What follows belongs to an exercise in optimizing a design on an open flow for small area, a short achievable clock period and few clock cycles per item; a production flow would make more cautious choices.
Function was not checked in any run shown here: the RTL went through the layout flow alone.
No activity file was given, so power comes from the tool's default toggle rates.

## flow/design.v (module list and top-level ports; edited modules follow where they fit)
// module alu_core: 836 lines
// module alu_fa: 4 lines
// module alu_ha: 4 lines
// module alu_booth: 16 lines
// module alu_arbiter: 89 lines
module alu_arbiter
#(
  parameter int WIDTH   = 32,
  parameter int MUL_LAT = 3
) (
  input  logic             clk,
  input  logic             rst_n,
  input  logic             req0_valid,
  output logic             req0_ready,
  input  logic [2:0]       req0_op,
  input  logic [WIDTH-1:0] req0_a,
  input  logic [WIDTH-1:0] req0_b,
  input  logic             req1_valid,
  output logic             req1_ready,
  input  logic [2:0]       req1_op,
  input  logic [WIDTH-1:0] req1_a,
  input  logic [WIDTH-1:0] req1_b,
  output logic             resp_valid,
  input  logic             resp_ready,
  output logic             resp_id,
  output logic [WIDTH-1:0] resp_data,
  output logic             resp_zero,
  output logic             resp_neg
);
  // ...
==> flow/flow/run.sh <==
#!/bin/bash
# Layout: the standard ORFS flow (standard.sh), unchanged except for
# make-variable settings: a larger setup repair target (the SDC, clock period
# and I/O delays are untouched), plain buffers on the ports, and clock tree
# synthesis without dummy loads.
set -euo pipefail
bash standard.sh \
  SETUP_SLACK_MARGIN=6.75 \
  "BUFFER_PORTS_ARGS=-buffer_cell sky130_fd_sc_hd__buf_1" \
  "CTS_ARGS=-sink_clustering_enable -repair_clock_nets -dont_use_dummy_load" \
  finish > standard_flow.log 2>&1
==> flow/standard.sh <==
#!/bin/bash
# synth_recipe.tcl (not shown) runs the flow's synth.tcl, then flattens the netlist and writes it again
# the make line also repeats each setting of config.mk as NAME=value (left out here)
make -C /OpenROAD-flow-scripts/flow DESIGN_CONFIG=/design/flow/config.mk WORK_HOME=/design/flow/orfs CLKGATE_MAP_FILE= SYNTH_SCRIPT=/design/flow/synth_recipe.tcl "${@:-finish}"
==> flow/config.mk <==
export PLATFORM = sky130hd
export DESIGN_NAME = alu_arbiter
export DESIGN_NICKNAME = alu_arbiter
export VERILOG_FILES = /design/flow/design.v
export SDC_FILE = /design/flow/constraint.sdc
export NUM_CORES = 4
export LEC_CHECK = 0
export CAP_MARGIN = 20
export CORE_MARGIN = 2
export CORE_UTILIZATION = 65
export PLACE_DENSITY = 0.75
export SLEW_MARGIN = 20
export SYNTH_HIERARCHICAL = 1
export SYNTH_MINIMUM_KEEP_SIZE = 0
==> flow/constraint.sdc <==
create_clock -name core_clock -period 12.5 [get_ports {clk}]
set_input_delay 2.5000 -clock core_clock [delete_from_list [all_inputs] [get_ports {clk}]]
set_output_delay 2.5000 -clock core_clock [all_outputs]
set_load 0.01 [all_outputs]
==> flow_metrics.py, run 1 <==
metrics = {
    "power_and_ir_drop": {
        "pg_seq_uw": 775,
        "p_seq_share_pct": 15.3,
        "p_int_uw": 2580,
        "vdd_drop_max_mv": 0.247,
    },
    "place": {
        "dpl.hpwl_microns": 39400,
        "place_ws_ns": 6.37,
    },
    "grt": {
        "grt_pass1_vias": 14800,
        "busiest_layer": "met2",
        "grt_max_degree": 76,
    },
    "route": {
        "wl_met2_microns": 25800,
        "vias_per_cell": 7.08,
        "drc": 0,
        "top_layer": "met5",
        "first_pass_iters": 8,
    },
    "synthesis": {
        "synth_top_area_cell": "fa_1",
        "synthArstFlopShare_pct": 2.65,
        "synth_xor_area_share_pct": 14.3,
        "yosysWarnings": 8,
        "syn-cell-area_sq_um": 17800,
        "ys_ff_latch": 151,
        "postSynthCellCount": 1744,
        "syn-num-nets": 2157,
        "ys.flop_type": "dfxtp_1",
    },
    "worst_setup_path": {
        "cp-endpoint": "req1_ready",
        "path_cells": "buf_2 > nand2b_4 > and4_1 > clkbuf_2",
        "critPathRequiredTime_ns": 10.00,
        "critPathCaptureType": "primary output",
        "r2r-end": "resp_data[0]",
        "r2r-start": "two_q[2]",
    },
    "finish": {
        "largestClassByArea": "multi-input combinational cells",
        "fin_util_pct": 71.7,
        "reg.largest.list": "a_q x32, by_q x32, resp_data x32",
        "layout.nonclk_buf_share_pct": 6.57,
        "antenna_cells": 0,
        "sh_seq_area_pct": 18.0,
    },
    "timing": {
        "worst_pin_slew_ns": 1.04,
        "setup_ws_ns": 6.78,
        "fin_skew_ns": 0.0306,
        "timing.final.crit_share_pct": 45.8,
    },
    "status": {
        "outcome": "finished clean",
    },
    "clocking": {
        "cts_hold_buf": 0,
    },
    "die": {
        "core_sq_um": 27000,
    },
}
==> run 2, diff against run 1 <==
--- a/flow/flow/run.sh
+++ b/flow/flow/run.sh
@@ -5,7 +5,7 @@
 # synthesis without dummy loads.
 set -euo pipefail
 bash standard.sh \
-  SETUP_SLACK_MARGIN=6.75 \
+  SETUP_SLACK_MARGIN=6.6 \
   "BUFFER_PORTS_ARGS=-buffer_cell sky130_fd_sc_hd__buf_1" \
   "CTS_ARGS=-sink_clustering_enable -repair_clock_nets -dont_use_dummy_load" \
   finish > standard_flow.log 2>&1
==> run 2 against run 1 <==
  * Register-to-register slack got worse by 0.10 ns
  * Cell count fell by 0.14%
  * Die area did not move
  * Sequential share of layout area barely moved
  * Hold slack improved by 0.013 ns
  * Critical path type unchanged
==> flow_metrics.py, run 2 <==
metrics = {
    "synthesis": {
        "yosys-top-cells-area": "fa_1 (26%), xnor2_1 (13%), dfxtp_1 (13%), a22oi_1 (11%), edfxtp_1 (5.6%)",
        "ys.flop_type": "dfxtp_1",
        "synth_top_area_cell": "fa_1",
        "synth-seq-area-share_pct": 18.9,
        "synth_top_area_share_pct": 25.5,
        "synth_edf_count": 33,
        "ys_ff_latch": 151,
        "synth_cell_types": 81,
        "yosysWarnings": 8,
        "syn-num-nets": 2157,
        "yosysMostFrequentCell": "xnor2_1",
        "syn_area_per_cell_sq_um": 10.2,
        "syn-cell-area_sq_um": 17800,
        "ys_top_cells_by_count": "xnor2_1 (267), a22oi_1 (257), fa_1 (227)",
        "postSynthCellCount": 1744,
        "synthArstFlopShare_pct": 2.65,
    },
    "die": {
        "ios": 177,
        "core_sq_um": 27000,
        "die_w_microns": 170,
        "fp-row-count": 60,
        "initial_core_util_pct": 66.1,
        "chipHeight_microns": 170,
        "die_area_sq_um": 28700,
    },
    "grt": {
        "antenna_found_initial": 1,
        "grt_pass1_vias": 14800,
        "grt_pass1_wl_microns": 83000,
        "grt_overflow": 0,
        "track_usage_pct": 37.8,
        "grt_max_degree": 72,
    },
    "worst_setup_path": {
        "path_max_fanout": 3,
        "crit_type": "primary input to primary output",
        "cp-start-kind": "primary input",
        "r2r-end": "resp_data[0]",
        "reg2reg_depth": 17,
        "r2r_setup_slack_ns": 6.77,
        "critPathCaptureType": "primary output",
        "crit_arrival_ns": 3.36,
        "critPathRequiredTime_ns": 10.00,
        "r2r-start": "one_q[1]",
    },
    "clocking": {
        "cts_hold_buf": 0,
        "cts-root-buf": "clkbuf_16",
        "path_clk_slew_ns": 0.09,
        "htreeDepth": 4,
        "clock_latency_ns": 0.44,
        "clock_sinks": 151,
        "cts_tree": "done",
        "clockBufferDepth": 2,
        "cts_buffers": 17,
    },
    "place": {
        "gp_congestion": 0.930,
        "dpl.hpwl_microns": 38700,
        "io_buffers": 176,
        "dpl.cell_count": 2104,
        "place_ws_ns": 6.16,
    },
    "finish": {
        "syn_to_final_growth_pct": 7.66,
        "fin_nets": 2206,
        "reg.largest.list": "a_q x32, by_q x32, resp_data x32",
        "multiInputGateArea_sq_um": 13600,
        "layout-drive-gt1-share_pct": 10.7,
        "antenna_cells": 0,
        "seq_area_sq_um": 3440,
        "fill_cells": 2001,
        "layout_common_cells": "xnor2_1 (264), a22oi_1 (250), fa_1 (217)",
        "fin_cells": 2132,
        "layout_commonest_cell": "xnor2_1",
    },
    "hold_path": {
        "hold_start": "last_grant",
        "min_path_type": "flop to flop",
        "whs_endpoint": "last_grant",
        "hold_path_depth": 1,
    },
    "timing": {
        "fin_skew_ns": 0.0361,
        "max_freq_mhz": 171,
        "finalSetupViolations": 0,
        "period_minus_slack_ns": 5.86,
        "worst_pin_slew_ns": 1.04,
        "setup_ws_ns": 6.64,
        "hold_viol_final": 0,
        "timing.final.crit_share_pct": 46.9,
        "setup_tns_ns": 0,
        "maxSlewViolCount": 0,
        "whs_ns": 0.587,
        "relSlewSlack_pct": 30.1,
        "grt_setup_unrepaired": "false",
    },
    "route": {
        "vias": 14900,
        "first_pass_iters": 9,
        "drt-total-wl_microns": 55900,
        "wire_per_inst_microns": 26.2,
        "final_antenna_net_count": 0,
        "drtIter0Drc": 2104,
        "vias_per_cell": 6.97,
        "drc": 0,
    },
    "job": {
        "cap_violations": 0,
    },
    "status": {
        "outcome": "finished clean",
    },
    "power_and_ir_drop": {
        "p_leak_uw": 0.00735,
        "vdd_drop_max_mv": 0.268,
        "pwr_density_cell_nw_per_um2": 256,
    },
}
-- run 2: cell counts after synthesis --
No cell type changed its count.
-- run 2: cell families after synthesis --
| kind of cell | synth area share [%] |
|---|---|
| compound gates | 20.7 |
| xor+xnor | 14.3 |
| fa+ha+maj | 28.8 |
| simple gates | 7.05 |
| buf+inv | 5.28 |
| flops | 18.9 |
| mux | 4.96 |
-- run 2: cell type report --
cell class                      count  share of cell area (%)
Clock buffer                       17                    2.22
Inverter                           14                   0.287
Multi-Input combinational cell   1392                    71.1
Sequential cell                   151                    17.9
Tap cell                          341                    2.22
Timing Repair Buffer              217                    6.21
-- run 2: how the worst max path moves through the flow --
stage | start | endpoint | slack (ns) | depth (start not counted)
final | resp_ready | req1_ready | 6.64 | 4
after global routing | one_q[1] | resp_data[0] | 6.60 | 17
after CTS | two_q[0] | resp_data[0] | 6.54 | 17
after detailed placement | two_q[3] | resp_data[0] | 6.16 | 16
after global placement | resp_ready | req1_ready | 6.22 | 4
after floorplan | resp_ready | req1_ready | 6.62 | 2
-- run 2: per-module statistics from Yosys (local to each module, per instance) --
module,cells inside,flip-flops and latches,area (sq um)
alu_arbiter,476,151,5860
alu_core,948,0,6690
alu_fa,1,0,20.0
alu_ha,1,0,12.5
alu_booth,78,0,544
-- run 2: report_power, final --
part	internal, uW	switching (uW)	total (uW)	leakage, uW
clock network	237	198	434	0.000209
logic	1560	2150	3710	0.00578
registers	690	83.0	773	0.00136
total	2490	2430	4920	0.00735
-- run 2: what timing repair did --
action                     4_1_cts  5_1_grt
setup endpoints to repair        8       11
buffers inserted                 1        3
gates resized for setup         13       90
cloned                           1        6
hold endpoints to repair         0        0
pin swaps                        0       23
-- run 2: critical path: stages --
cell and delay, ns:
buf_1 0.25, nand2b_4 0.21, and4_1 0.23, buf_1 0.17
-- run 2: per-stage QoR --
stage	utilization, %	power [uW]	area (sq um)
floorplan	-	3420	17800
global placement	67.8	4220	18300
detailed placement	67.8	4280	18300
CTS	69.5	4720	18700
global route	71.2	5320	19200
finish	71.2	4920	19200
-- run 2: metal layers --
| layer | global-route usage [%] | share of wire [%] | up-vias |
|---|---|---|---|
| li1 | - | - | 6300 |
| met1 | 51.7 | 39 | 7213 |
| met2 | 58.5 | 45 | 1155 |
| met3 | 7.79 | 12 | 189 |
| met4 | 16.9 | 4.5 | 0 |
| met5 | 0 | 0 | - |
==> run 3, diff against run 2 <==
--- a/flow/flow/run.sh
+++ b/flow/flow/run.sh
@@ -5,7 +5,7 @@
 # synthesis without dummy loads.
 set -euo pipefail
 bash standard.sh \
-  SETUP_SLACK_MARGIN=6.6 \
+  SETUP_SLACK_MARGIN=7.0 \
   "BUFFER_PORTS_ARGS=-buffer_cell sky130_fd_sc_hd__buf_1" \
   "CTS_ARGS=-sink_clustering_enable -repair_clock_nets -dont_use_dummy_load" \
   finish > standard_flow.log 2>&1
==> run 3 against run 2 <==
  * Still clean on timing, DRC and antenna
  * Non-clock buffer count grew 23
  * Setup slack gained 0.26 ns
  * Core utilization grew 2.6 points
  * Register-to-register slack gained 0.13 ns
  * Global-route usage grew 1.1 points
  * Clock skew grew 0.0044 ns
  * Critical path depth grew 14
  * Critical path type is now flop to flop
==> flow_metrics.py, run 3 <==
metrics = {
    "synthesis": {
        "synth_edf_count": 33,
        "yosysWarnings": 8,
        "postSynthCellCount": 1744,
        "synthSimpleGateAreaFrac_pct": 7.05,
        "synth_top_family_by_area": "adder cells",
        "synth_compound_area_share_pct": 20.7,
        "syn-num-nets": 2157,
        "synth_xor_area_share_pct": 14.3,
        "syn-cell-area_sq_um": 17800,
        "yosys.area_share.adder_pct": 28.8,
        "syn_area_per_cell_sq_um": 10.2,
        "synth_top_area_share_pct": 25.5,
        "synth_top_area_cell": "fa_1",
        "yosys-top-cells-area": "fa_1 (26%), xnor2_1 (13%), dfxtp_1 (13%), a22oi_1 (11%), edfxtp_1 (5.6%)",
        "ys_top_cells_by_count": "xnor2_1 (267), a22oi_1 (257), fa_1 (227)",
        "synth_cell_types": 81,
        "ys_ff_latch": 151,
        "synth-seq-area-share_pct": 18.9,
        "muxShareOfSynthArea_pct": 4.96,
        "ys.flop_type": "dfxtp_1",
        "yosysMostFrequentCell": "xnor2_1",
        "synthArstFlopShare_pct": 2.65,
    },
    "power_and_ir_drop": {
        "vdd_drop_max_mv": 0.252,
        "p_leak_uw": 0.00762,
        "pwr_density_cell_nw_per_um2": 272,
    },
    "clocking": {
        "clock_sinks": 151,
        "cts_tree": "done",
        "cts-root-buf": "clkbuf_16",
        "clock_latency_ns": 0.46,
        "path_clk_slew_ns": 0.08,
        "cts_buffers": 17,
        "htreeDepth": 4,
        "clockBufferDepth": 2,
    },
    "timing": {
        "fin_skew_ns": 0.0405,
        "setup_tns_ns": 0,
        "hold_viol_final": 0,
        "whs_ns": 0.586,
        "maxSlewViolCount": 0,
        "setup_ws_ns": 6.90,
        "worst_pin_slew_ns": 1.01,
        "max_freq_mhz": 179,
        "grt_setup_unrepaired": "true",
        "finalSetupViolations": 0,
        "period_minus_slack_ns": 5.60,
        "relSlewSlack_pct": 32.6,
        "timing.final.crit_share_pct": 44.8,
    },
    "die": {
        "die_w_microns": 170,
        "chipHeight_microns": 170,
        "fp-row-count": 60,
        "die_area_sq_um": 28700,
        "initial_core_util_pct": 66.1,
        "core_sq_um": 27000,
        "ios": 177,
    },
    "worst_setup_path": {
        "cp-start-kind": "flop",
        "cp_slowest_cell": "fa_2",
        "critPathRequiredTime_ns": 12.67,
        "crit_type": "flop to flop",
        "crit_arrival_ns": 5.77,
        "critPathCaptureType": "flop",
        "r2r_setup_slack_ns": 6.90,
        "path_cells": "buf_12 > a22oi_2 > xnor2_2 > fa_1 > fa_2 > fa_2 > fa_1 > fa_1 > fa_2 > ha_4 > a21o_1 > a211o_1 > a21oi_2 > a31oi_1 > a31oi_1 > xnor2_1 > buf_4 > nor2_1",
        "path_max_fanout": 15,
        "slowest_delay_ns": 0.60,
    },
    "grt": {
        "track_usage_pct": 38.9,
        "busiest_layer": "met2",
        "grt_pass1_wl_microns": 84600,
        "use_met3_pct": 10.1,
        "grt_pass1_vias": 14800,
        "grt_overflow": 0,
        "grt_max_degree": 81,
        "met2_usage_pct": 60.8,
        "antenna_found_initial": 0,
        "grtUsageMet1_pct": 51.7,
    },
    "route": {
        "drt-total-wl_microns": 57900,
        "drtIter0Drc": 2026,
        "final_antenna_net_count": 0,
        "drc": 0,
        "first_pass_iters": 6,
        "vias": 15200,
        "vias_per_cell": 7.06,
        "wire_per_inst_microns": 26.9,
    },
    "finish": {
        "layout_commonest_cell": "xnor2_1",
        "fin_cells": 2155,
        "syn_to_final_growth_pct": 11.6,
        "fin_nets": 2229,
        "antenna_cells": 0,
        "fin_util_pct": 73.8,
        "layout-drive-gt1-share_pct": 13.9,
        "reg.largest.list": "a_q x32, by_q x32, resp_data x32",
        "layout_common_cells": "xnor2_1 (262), a22oi_1 (244), fa_1 (211)",
    },
    "place": {
        "dpl.hpwl_microns": 38600,
        "gp_congestion": 0.939,
        "io_buffers": 176,
        "dpl.cell_count": 2103,
        "place_ws_ns": 6.26,
    },
    "status": {
        "outcome": "finished clean",
    },
    "hold_path": {
        "min_path_type": "flop to flop",
    },
    "job": {
        "cap_violations": 0,
    },
}
==> run 3: cell counts after synthesis <==
No cell type changed its count.
==> run 3: per-module statistics from Yosys, one instance, submodules excluded <==
| module | flip-flops and latches | area (sq um) | copies in the design |
|---|---|---|---|
| alu_booth | 0 | 544 | 1 |
| alu_ha | 0 | 12.5 | 16 |
| alu_core | 0 | 6690 | 1 |
| alu_arbiter | 151 | 5860 | 1 |
| alu_fa | 0 | 20.0 | 226 |
==> run 3: path summary, 6_finish.rpt <==
kind	from	to	cells after the start
worst min-delay path	last_grant	last_grant	1
worst max-delay path	one_q[1]	resp_data[31]	18
min in group asynchronous	rst_n	cv	1
worst max register to register	one_q[1]	resp_data[31]	18
worst min register to register	last_grant	last_grant	1
max in group asynchronous	rst_n	last_grant	1
==> run 3: logic make-up after synthesis <==
group	count (synthesis)
multiplexers	83
flip-flops	151
AND/OR/NAND/NOR	234
XOR/XNOR	291
adder cells (fa/ha/maj)	274
AO/OA/AOI/OAI	509
buffers and inverters	202
==> run 3: layer usage <==
metal / wire, microns / part of all wire, %
met5: 0 / 0
met4: 2730 / 4.7
met3: 7270 / 13
met2: 26400 / 46
met1: 21500 / 37
==> run 3: worst max-delay path: cells and delay by family (launching register included) <==
kind | cells | cell delay [ns]
flops | 1 | 0.37
simple gates | 1 | 0.03
buf+inv | 2 | 0.30
xor+xnor | 2 | 0.27
fa+ha+maj | 7 | 3.24
compound gates | 6 | 1.10
==> run 3: timing repair <==
item / in CTS / in global routing
pin swaps: 26 / 29
buffers inserted: 9 / 14
gates cloned: 8 / 4
endpoints found under the setup margin: 18 / 13
hold buffers: 0 / 0
gates resized for setup: 109 / 91
==> run 3: area by class of cell <==
class / instances / area [sq um]
clock buffer: 17 / 425
sequential: 151 / 3500
inverter: 14 / 55.1
timing repair buffer: 240 / 1650
multi-input combinational: 1392 / 13800
tap: 341 / 427
fill: 1845 / 7070
==> run 3: power breakdown <==
group | internal [uW] | total [uW] | leakage (uW) | switching (uW)
logic | 1880 | 4200 | 0.00605 | 2320
registers | 689 | 775 | 0.00137 | 86.8
clock network | 236 | 436 | 0.000209 | 200
total | 2800 | 5410 | 0.00762 | 2610
==> run 3: metrics by stage <==
stage	area, sq um	total power [uW]
final	19900	5410
after global placement	18300	4180
after global routing	19900	5790
after detailed placement	18300	4250
after CTS	19300	4960
after floorplan	17800	3420
==> module alu_booth, before the edit <==
module alu_booth (
  input  logic [31:0] b,
  output logic [15:0] one,
  output logic [15:0] two,
  output logic [15:0] neg
);
  logic [32:0] e;
  assign e = {b, 1'b0};
  always_comb begin
    for (int i = 0; i < 16; i++) begin
      one[i] = e[2*i+1] ^ e[2*i];
      two[i] = (e[2*i+2] & ~e[2*i+1] & ~e[2*i]) | (~e[2*i+2] & e[2*i+1] & e[2*i]);
      neg[i] = e[2*i+2];
    end
  end
endmodule
==> module alu_arbiter, before the edit <==
module alu_arbiter
#(
  parameter int WIDTH   = 32,
  parameter int MUL_LAT = 3
) (
  input  logic             clk,
  input  logic             rst_n,
  input  logic             req0_valid,
  output logic             req0_ready,
  input  logic [2:0]       req0_op,
  input  logic [WIDTH-1:0] req0_a,
  input  logic [WIDTH-1:0] req0_b,
  input  logic             req1_valid,
  output logic             req1_ready,
  input  logic [2:0]       req1_op,
  input  logic [WIDTH-1:0] req1_a,
  input  logic [WIDTH-1:0] req1_b,
  output logic             resp_valid,
  input  logic             resp_ready,
  output logic             resp_id,
  output logic [WIDTH-1:0] resp_data,
  output logic             resp_zero,
  output logic             resp_neg
);
  logic last_grant, cv, cid, en, acc0, acc1, acc;
  logic [2:0] op_g;
  logic [31:0] a_g, b_g, bm_g, by_g, y;
  logic cin_q, f_q;
  logic [31:0] a_q, by_q;
  logic [15:0] one_g, two_g, neg_g, one_q, two_q, neg_q;
  logic cin_g, f_g;
  assign en         = ~resp_valid | resp_ready;
  assign req0_ready = cv & ~cid & en & (last_grant | ~req1_valid);
  assign req1_ready = cv &  cid & en & (~last_grant | ~req0_valid);
  assign acc0       = req0_valid & req0_ready;
  assign acc1       = req1_valid & req1_ready;
  assign acc        = acc0 | acc1;
  assign op_g = cid ? req0_op : req1_op;
  assign a_g  = cid ? req0_a  : req1_a;
  assign b_g  = cid ? req0_b  : req1_b;
  always_comb begin
    cin_g = 1'b0;
    f_g   = 1'b0;
    bm_g  = 32'd1;
    by_g  = '0;
    case (op_g)
      alu_pkg::ALU_MUL: bm_g = b_g;
      alu_pkg::ALU_SHL: bm_g = 32'd1 << b_g[4:0];
      alu_pkg::ALU_OR:  by_g = b_g & ~a_g;
      alu_pkg::ALU_SUB, alu_pkg::ALU_CMP: begin cin_g = 1'b1; by_g = ~b_g; end
      alu_pkg::ALU_CMM: begin cin_g = 1'b1; f_g = 1'b1; by_g = ~b_g; end
      alu_pkg::ALU_CME: begin f_g = 1'b1; by_g = ~b_g; end
      default: by_g = b_g;
    endcase
  end
  always_ff @(posedge clk or negedge rst_n) begin
    if (!rst_n) begin
      last_grant <= 1'b1;
      cid        <= 1'b0;
      cv         <= 1'b0;
      resp_valid <= 1'b0;
    end else begin
      if (acc) last_grant <= acc1;
      cid <= ~cid;
      cv  <= cid ? req0_valid : req1_valid;
      if (en) resp_valid <= acc;
    end
  end
  always_ff @(posedge clk) begin
    a_q   <= a_g;
    one_q <= one_g;
    two_q <= two_g;
    neg_q <= neg_g;
    for (int i = 0; i < 16; i++) begin
      by_q[2*i]   <= by_g[2*i];
      by_q[2*i+1] <= by_g[2*i+1] | (neg_g[i] & ~(one_g[i] & a_g[0]));
    end
    cin_q <= cin_g;
    f_q   <= f_g;
    if (en) begin
      resp_data <= y;
      resp_id   <= cid;
    end
  end
  alu_booth u_booth (.b(bm_g), .one(one_g), .two(two_g), .neg(neg_g));
  alu_core u_core (.a(a_q), .one(one_q), .two(two_q), .neg(neg_q), .by(by_q), .cin(cin_q), .f(f_q), .y(y));
  assign resp_zero = resp_data == '0;
  assign resp_neg  = resp_data[WIDTH-1];
endmodule
==> run 4, diff against run 3 <==
--- a/flow/design.v
+++ b/flow/design.v
@@ -864,7 +864,7 @@
   always_comb begin
     for (int i = 0; i < 16; i++) begin
       one[i] = e[2*i+1] ^ e[2*i];
-      two[i] = (e[2*i+2] & ~e[2*i+1] & ~e[2*i]) | (~e[2*i+2] & e[2*i+1] & e[2*i]);
+      two[i] = (e[2*i+2] ^ e[2*i+1]) & ~(e[2*i+1] ^ e[2*i]);
       neg[i] = e[2*i+2];
     end
   end
@@ -893,7 +893,7 @@
   output logic             resp_zero,
   output logic             resp_neg
 );
-  logic last_grant, cv, cid, en, acc0, acc1, acc;
+  logic last_grant, cap0, cap1, cid, en, acc0, acc1, acc;
   logic [2:0] op_g;
   logic [31:0] a_g, b_g, bm_g, by_g, y;
   logic cin_q, f_q;
@@ -901,8 +901,8 @@
   logic [15:0] one_g, two_g, neg_g, one_q, two_q, neg_q;
   logic cin_g, f_g;
   assign en         = ~resp_valid | resp_ready;
-  assign req0_ready = cv & ~cid & en & (last_grant | ~req1_valid);
-  assign req1_ready = cv &  cid & en & (~last_grant | ~req0_valid);
+  assign req0_ready = cap0 & en & (last_grant | ~req1_valid);
+  assign req1_ready = cap1 & en & (~last_grant | ~req0_valid);
   assign acc0       = req0_valid & req0_ready;
   assign acc1       = req1_valid & req1_ready;
   assign acc        = acc0 | acc1;
@@ -928,12 +928,14 @@
     if (!rst_n) begin
       last_grant <= 1'b1;
       cid        <= 1'b0;
-      cv         <= 1'b0;
+      cap0       <= 1'b0;
+      cap1       <= 1'b0;
       resp_valid <= 1'b0;
     end else begin
       if (acc) last_grant <= acc1;
       cid <= ~cid;
-      cv  <= cid ? req0_valid : req1_valid;
+      cap0 <= cid & req0_valid;
+      cap1 <= ~cid & req1_valid;
       if (en) resp_valid <= acc;
     end
   end
--- a/flow/flow/run.sh
+++ b/flow/flow/run.sh
@@ -5,7 +5,7 @@
 # synthesis without dummy loads.
 set -euo pipefail
 bash standard.sh \
-  SETUP_SLACK_MARGIN=7.0 \
+  SETUP_SLACK_MARGIN=6.75 \
   "BUFFER_PORTS_ARGS=-buffer_cell sky130_fd_sc_hd__buf_1" \
   "CTS_ARGS=-sink_clustering_enable -repair_clock_nets -dont_use_dummy_load" \
   finish > standard_flow.log 2>&1
==> run 4 against run 3 <==
  * Sequential share of layout area increased by 0.42 points
  * Wire length decreased by 4.5%
  * Clock skew decreased by 0.0068 ns
  * First-iteration DRC count about the same
  * Synthesized cell count increased by 0.11%
  * Total power decreased by 3.7%
  * Flip-flop and latch count increased by 1
  * Count of clock-buffer cells in the layout unchanged
  * Register-to-register slack got worse by 0.05 ns
  * Critical path type is now primary input to primary output
  * Highest routed layer unchanged
==> flow_metrics.py, run 4 <==
metrics = {
    "grt": {
        "track_usage_pct": 37.4,
        "grt_pass1_vias": 14300,
        "grt_overflow": 0,
        "grt_max_degree": 53,
        "antenna_found_initial": 0,
        "grt_pass1_wl_microns": 82100,
    },
    "timing": {
        "relSlewSlack_pct": 30.0,
        "period_minus_slack_ns": 5.66,
        "fin_skew_ns": 0.0337,
        "grt_setup_unrepaired": "false",
        "timing.final.crit_share_pct": 45.3,
        "whs_ns": 0.477,
        "maxSlewViolCount": 0,
        "hold_viol_final": 0,
        "worst_pin_slew_ns": 1.05,
        "finalSetupViolations": 0,
        "setup_tns_ns": 0,
        "max_freq_mhz": 177,
    },
    "clocking": {
        "htreeDepth": 4,
        "path_clk_slew_ns": 0.08,
        "cts_tree": "done",
        "clockBufferDepth": 2,
        "clock_sinks": 152,
        "cts_buffers": 17,
        "clock_latency_ns": 0.43,
        "cts_hold_buf": 0,
        "cts-root-buf": "clkbuf_16",
    },
    "hold_path": {
        "min_path_type": "flop to flop",
        "whs_endpoint": "last_grant",
        "hold_start": "last_grant",
        "hold_path_depth": 2,
    },
    "job": {
        "cap_violations": 0,
    },
    "die": {
        "core_sq_um": 27000,
        "ios": 177,
        "fp-row-count": 60,
        "die_w_microns": 170,
        "die_area_sq_um": 28700,
        "initial_core_util_pct": 66.1,
        "chipHeight_microns": 170,
    },
    "finish": {
        "layout_commonest_cell": "xnor2_1",
        "syn_to_final_growth_pct": 8.39,
        "fin_nets": 2213,
        "antenna_cells": 0,
        "multiInputGateArea_sq_um": 13700,
        "reg.largest.list": "a_q x32, by_q x32, resp_data x32",
        "fin_util_pct": 71.6,
        "fill_cells": 1947,
        "layout_common_cells": "xnor2_1 (263), a22oi_1 (249), fa_1 (212)",
        "layout-drive-gt1-share_pct": 11.3,
        "seq_area_sq_um": 3480,
    },
    "synthesis": {
        "synth_cell_types": 78,
        "ys_top_cells_by_count": "xnor2_1 (267), a22oi_1 (257), fa_1 (227)",
        "syn_area_per_cell_sq_um": 10.2,
        "syn-cell-area_sq_um": 17800,
        "synth_edf_count": 33,
        "postSynthCellCount": 1746,
        "yosys-top-cells-area": "fa_1 (26%), xnor2_1 (13%), dfxtp_1 (13%), a22oi_1 (11%), edfxtp_1 (5.6%)",
        "ys_ff_latch": 152,
        "ys.flop_type": "dfxtp_1",
        "yosysWarnings": 8,
        "synth-seq-area-share_pct": 19.1,
        "synthArstFlopShare_pct": 3.29,
        "yosysMostFrequentCell": "xnor2_1",
        "synth_top_area_cell": "fa_1",
        "syn-num-nets": 2159,
        "synth_top_area_share_pct": 25.5,
    },
    "worst_setup_path": {
        "crit_arrival_ns": 3.16,
        "slowest_delay_ns": 0.18,
        "cp-startpoint": "resp_ready",
        "path_cells": "buf_2 > nand2b_4 > and3_1 > buf_1",
        "crit_type": "primary input to primary output",
        "r2r-end": "resp_data[26]",
        "reg2reg_depth": 14,
        "cp_slowest_cell": "and3_1",
        "critPathCaptureType": "primary output",
        "r2r-start": "a_q[11]",
        "path_buf_inv": 2,
        "r2r_setup_slack_ns": 6.85,
        "cp-start-kind": "primary input",
        "critPathRequiredTime_ns": 10.00,
        "path_max_fanout": 4,
        "cp_top_family": "simple AND/OR/NAND/NOR gates",
    },
    "power_and_ir_drop": {
        "pwr_density_cell_nw_per_um2": 270,
        "p_leak_uw": 0.00739,
        "vdd_drop_max_mv": 0.267,
    },
    "route": {
        "wire_per_inst_microns": 25.9,
        "drc": 0,
        "drt-total-wl_microns": 55300,
        "vias_per_cell": 6.93,
        "drtIter0Drc": 2024,
        "first_pass_iters": 7,
        "final_antenna_net_count": 0,
        "vias": 14800,
    },
    "place": {
        "io_buffers": 176,
        "dpl.hpwl_microns": 39300,
        "gp_congestion": 0.953,
    },
    "status": {
        "outcome": "finished clean",
    },
}
run 4: per-module statistics from Yosys (local to each module, per instance):
module,flops+latches,cells inside
alu_arbiter,152,478
alu_booth,0,78
alu_ha,0,1
alu_fa,0,1
alu_core,0,948
run 4: cell type report:
class	instances	area share, %
Multi-Input combinational cell	1394	70.8
Sequential cell	152	18.0
Timing Repair Buffer	222	6.46
Clock buffer	17	2.20
Tap cell	341	2.21
Inverter	13	0.266
run 4: per-layer routing:
metal,vias to the layer above,global-route usage (%),share of wire [%]
met1,7267,51.5,39
met3,140,8.12,11
met5,-,0,0
met2,1102,60.3,47
li1,6315,-,-
met4,0,10.3,3.1
run 4: through the flow:
step                std cells  area (sq um)  worst slack, ns  power, uW
CTS                      2125         18800             6.69       4750
detailed placement       2105         18200             6.27       4310
floorplan                1746         17800             6.83       3420
global route             2139         19300             6.68       5590
global placement         2105         18200             6.39       4210
finish                   2139         19300             6.84       5210
run 4: repair_timing:
action                                  4_1_cts  5_1_grt
resized for setup                            31       99
endpoints found under the setup margin       16        9
pin swaps                                     0       31
buffers inserted                              2        9
cloned                                        1        5
endpoints found under the hold margin         0        0
run 4: worst max-delay path by stage:
stage	endpoint	slack, ns	depth (start not counted)
4_1_cts	resp_data[0]	6.69	17
5_1_grt	resp_data[30]	6.68	17
2_1_floorplan	resp_data[30]	6.83	17
3_3_place_gp	resp_data[30]	6.39	14
6_report	req1_ready	6.84	4
3_5_place_dp	resp_data[0]	6.27	16
run 4: report_power, final:
group | internal (uW) | total (uW) | switching, uW | leakage [uW]
sequential | 693 | 779 | 85.8 | 0.00138
clock | 237 | 437 | 200 | 0.000209
combinational | 1740 | 4000 | 2260 | 0.00581
total | 2670 | 5210 | 2540 | 0.00739
run 4: cells by family (layout without fill, tap and decap cells):
family / count (synthesis) / after routing / synth area share (%)
adder cells (fa/ha/maj): 274 / 274 / 28.8
flip-flops: 152 / 152 / 19.1
multiplexers: 83 / 83 / 4.98
XOR/XNOR: 291 / 291 / 14.3
AND/OR/NAND/NOR: 239 / 240 / 6.93
buffers and inverters: 201 / 252 / 5.35
AO/OA/AOI/OAI: 506 / 506 / 20.5
run 4: worst min-delay path, stage by stage (launching register included):
cell and delay [ns]:
dfstp_2 0.38, nand2_1 0.05, nand2_1 0.05
==> run 5, diff against run 4 <==
--- a/flow/flow/run.sh
+++ b/flow/flow/run.sh
@@ -5,7 +5,7 @@
 # synthesis without dummy loads.
 set -euo pipefail
 bash standard.sh \
-  SETUP_SLACK_MARGIN=6.75 \
+  SETUP_SLACK_MARGIN=6.9 \
   "BUFFER_PORTS_ARGS=-buffer_cell sky130_fd_sc_hd__buf_1" \
   "CTS_ARGS=-sink_clustering_enable -repair_clock_nets -dont_use_dummy_load" \
   finish > standard_flow.log 2>&1
==> run 5 against run 4 <==
  * Still clean on timing, DRC and antenna
  * Non-clock buffer count rose by 3
  * Sequential power is 0.6% lower
  * Clock skew is 0.0072 ns higher
  * Core utilization grew 1.0 points
  * Count of clock-buffer cells in the layout is the same
  * Clock power barely moved
  * Hold slack better by 0.011 ns
  * Wire length rose by 2.6%
  * Cell area up 1.4%
  * Cell count up 0.14%
  * Area after synthesis did not move
==> flow_metrics.py, run 5 <==
metrics = {
    "power_and_ir_drop": {
        "pwr_density_cell_nw_per_um2": 271,
        "power_uw": 5300,
        "vdd_drop_max_mv": 0.308,
        "p_leak_uw": 0.00748,
    },
    "synthesis": {
        "synth-seq-area-share_pct": 19.1,
        "syn-num-nets": 2159,
        "syn_area_per_cell_sq_um": 10.2,
        "ys_top_cells_by_count": "xnor2_1 (267), a22oi_1 (257), fa_1 (227)",
        "synth_cell_types": 78,
        "ys.flop_type": "dfxtp_1",
        "synth_top_area_cell": "fa_1",
        "synthArstFlopShare_pct": 3.29,
        "synth_edf_count": 33,
        "yosys-top-cells-area": "fa_1 (26%), xnor2_1 (13%), dfxtp_1 (13%), a22oi_1 (11%), edfxtp_1 (5.6%)",
        "syn-cell-area_sq_um": 17800,
        "synth_top_area_share_pct": 25.5,
        "postSynthCellCount": 1746,
        "yosysMostFrequentCell": "xnor2_1",
        "ys_ff_latch": 152,
        "yosysWarnings": 8,
    },
    "worst_setup_path": {
        "cpMostUsedCell": "fa_1",
        "critPathRequiredTime_ns": 12.65,
        "r2r_setup_slack_ns": 6.85,
        "cp-endpoint": "resp_data[0]",
        "cp_num_cells": 16,
        "path_buf_inv": 1,
        "r2r-start": "neg_q[1]",
        "cp_top_family": "adder cells",
        "path_cells": "clkbuf_8 > xnor2_1 > fa_1 > fa_2 > fa_1 > fa_1 > fa_2 > fa_1 > ha_4 > nand4_1 > nor3_2 > nand2_1 > a31oi_1 > a31oi_1 > xnor2_1 > a31oi_1",
        "crit_type": "flop to flop",
        "cp-start-kind": "flop",
        "crit_arrival_ns": 5.80,
        "reg2reg_depth": 16,
        "path_max_fanout": 29,
        "cp_slowest_cell": "fa_1",
        "cp-startpoint": "neg_q[1]",
        "critPathCaptureType": "flop",
        "slowest_delay_ns": 0.56,
        "r2r-end": "resp_data[0]",
    },
    "clocking": {
        "cts_tree": "done",
        "cts_buffers": 17,
        "path_clk_slew_ns": 0.08,
        "clockBufferDepth": 2,
        "htreeDepth": 4,
        "cts-root-buf": "clkbuf_16",
        "clock_sinks": 152,
        "clock_latency_ns": 0.45,
    },
    "grt": {
        "antenna_found_initial": 1,
        "grt_pass1_wl_microns": 84300,
        "grt_pass1_vias": 14800,
        "track_usage_pct": 38.6,
        "grt_overflow": 0,
        "grt_max_degree": 58,
    },
    "place": {
        "dpl.hpwl_microns": 39400,
        "place_ws_ns": 6.12,
        "gp_congestion": 0.944,
        "io_buffers": 176,
        "dpl.cell_count": 2109,
        "dpl-instance-area_sq_um": 18300,
    },
    "route": {
        "vias_per_cell": 7.05,
        "drtIter0Drc": 1969,
        "first_pass_iters": 6,
        "wire_per_inst_microns": 26.5,
        "drt-total-wl_microns": 56700,
        "vias": 15100,
        "drc": 0,
        "final_antenna_net_count": 0,
    },
    "finish": {
        "layout_common_cells": "xnor2_1 (261), a22oi_1 (245), fa_1 (210)",
        "stdcell_area_sq_um": 19600,
        "antenna_cells": 0,
        "layout-drive-gt1-share_pct": 12.3,
        "multiInputGateArea_sq_um": 13800,
        "seq_area_sq_um": 3500,
        "fill_cells": 1905,
        "fin_cells": 2142,
        "fin_nets": 2216,
        "reg.largest.list": "a_q x32, by_q x32, resp_data x32",
        "syn_to_final_growth_pct": 9.94,
        "layout_commonest_cell": "xnor2_1",
    },
    "timing": {
        "timing.final.crit_share_pct": 45.2,
        "maxSlewViolCount": 0,
        "worst_pin_slew_ns": 1.07,
        "fin_skew_ns": 0.0409,
        "setup_ws_ns": 6.85,
        "hold_viol_final": 0,
        "grt_setup_unrepaired": "true",
        "finalSetupViolations": 0,
        "relSlewSlack_pct": 28.4,
        "max_freq_mhz": 177,
        "period_minus_slack_ns": 5.65,
        "setup_tns_ns": 0,
    },
    "job": {
        "cap_violations": 0,
    },
    "hold_path": {
        "min_path_type": "flop to flop",
    },
    "die": {
        "die_w_microns": 170,
        "ios": 177,
        "initial_core_util_pct": 66.1,
        "chipHeight_microns": 170,
        "core_sq_um": 27000,
        "die_area_sq_um": 28700,
        "fp-row-count": 60,
    },
    "status": {
        "outcome": "finished clean",
    },
}
==> run 5: per-layer routing <==
layer	up-vias	global-route usage (%)	wire length, microns
met2	1218	61.8	25900
met4	2	15.4	2540
met1	7365	50.6	21200
li1	6319	-	-
met5	-	0	13
met3	200	9.68	7050
==> run 5: layout make-up <==
type | instances | share of cell area, %
Timing Repair Buffer | 225 | 7.13
Tap cell | 341 | 2.18
Multi-Input combinational cell | 1394 | 70.4
Clock buffer | 17 | 2.17
Sequential cell | 152 | 17.9
Inverter | 13 | 0.262
==> run 5: through the flow <==
| stage | utilization (%) | hold WS [ns] |
|---|---|---|
| floorplan | - | 0.444 |
| global placement | 67.8 | 0.457 |
| detailed placement | 67.8 | 0.477 |
| CTS | 70.6 | 0.490 |
| global route | 72.7 | 0.504 |
| finish | 72.7 | 0.488 |
==> run 5: tightest hold or removal path: cells and delay by family (launching register included) <==
kind             cells  cell delay (ns)
flip-flops           1             0.39
AND/OR/NAND/NOR      2             0.10
==> run 5: report_power, final <==
| part | internal (uW) | leakage [uW] | switching, uW | total (uW) |
|---|---|---|---|---|
| logic | 1780 | 0.00589 | 2300 | 4090 |
| registers | 692 | 0.00138 | 81.2 | 774 |
| clock network | 236 | 0.000209 | 202 | 439 |
| total | 2710 | 0.00748 | 2590 | 5300 |
==> run 5: cells by family (layout without fill, tap and decap cells) <==
group,count (synthesis),after routing,share of synthesized area (%)
compound gates,506,506,20.5
xor+xnor,291,291,14.3
fa+ha+maj,274,274,28.8
simple gates,239,240,6.93
buf+inv,201,255,5.35
flops,152,152,19.1
mux,83,83,4.98
==> run 5: worst min-delay path by stage <==
stage / cells past startpoint / start / slack, ns / end
after floorplan: 2 / last_grant / 0.44 / last_grant
after global placement: 2 / last_grant / 0.46 / last_grant
after detailed placement: 2 / last_grant / 0.48 / last_grant
after CTS: 2 / last_grant / 0.49 / last_grant
after global routing: 2 / last_grant / 0.50 / last_grant
final: 2 / last_grant / 0.49 / last_grant
==> run 5: per-module statistics from Yosys, one instance, submodules excluded <==
module,times used,cells inside
alu_arbiter,1,478
alu_ha,16,1
alu_fa,226,1
alu_core,1,948
alu_booth,1,78
==> run 5: what timing repair did <==
| item | in CTS | in global routing |
|---|---|---|
| resized for setup | 68 | 101 |
| setup endpoints to repair | 17 | 16 |
| pin swaps | 7 | 40 |
| buffers inserted | 4 | 3 |
| gates cloned | 3 | 6 |
| hold buffers | 0 | 0 |

-- separate check: timing with driven ports --
The results above use ideal ports. As a check the final layouts listed here were re-extracted and re-timed, cells and wires unchanged. Step 1 (the two cells are an assumption about what drives the block):
set clk [get_ports {clk}]
set_driving_cell -lib_cell sky130_fd_sc_hd__clkbuf_16 $clk
set_driving_cell -lib_cell sky130_fd_sc_hd__buf_2 [delete_from_list [all_inputs] $clk]
Step 2, shift: input delay + t, output delay - t, t = (earliest + latest rising clock arrival at the registers) / 2. This alone moves slack from input paths to output paths. Three values: ideal, step 1, step 2; two values: the first two.
run	t, ns	slack for setup (ns)	slew at the worst register clock pin (ns)
run 1	0.475	6.780 / 6.759 / 6.759	0.08 / 0.08
run 2	0.468	6.642 / 6.621 / 6.621	0.09 / 0.09
run 3	0.489	6.902 / 6.902 / 6.902	0.08 / 0.08
run 4	0.469	6.843 / 6.821 / 6.821	0.08 / 0.08
run 5	0.477	6.853 / 6.853 / 6.853	0.08 / 0.08
After both steps every run listed still meets setup and hold. The setup slack of run 4, which loses most, moves by -0.022 ns with the drivers and by -0.022 ns with both steps.
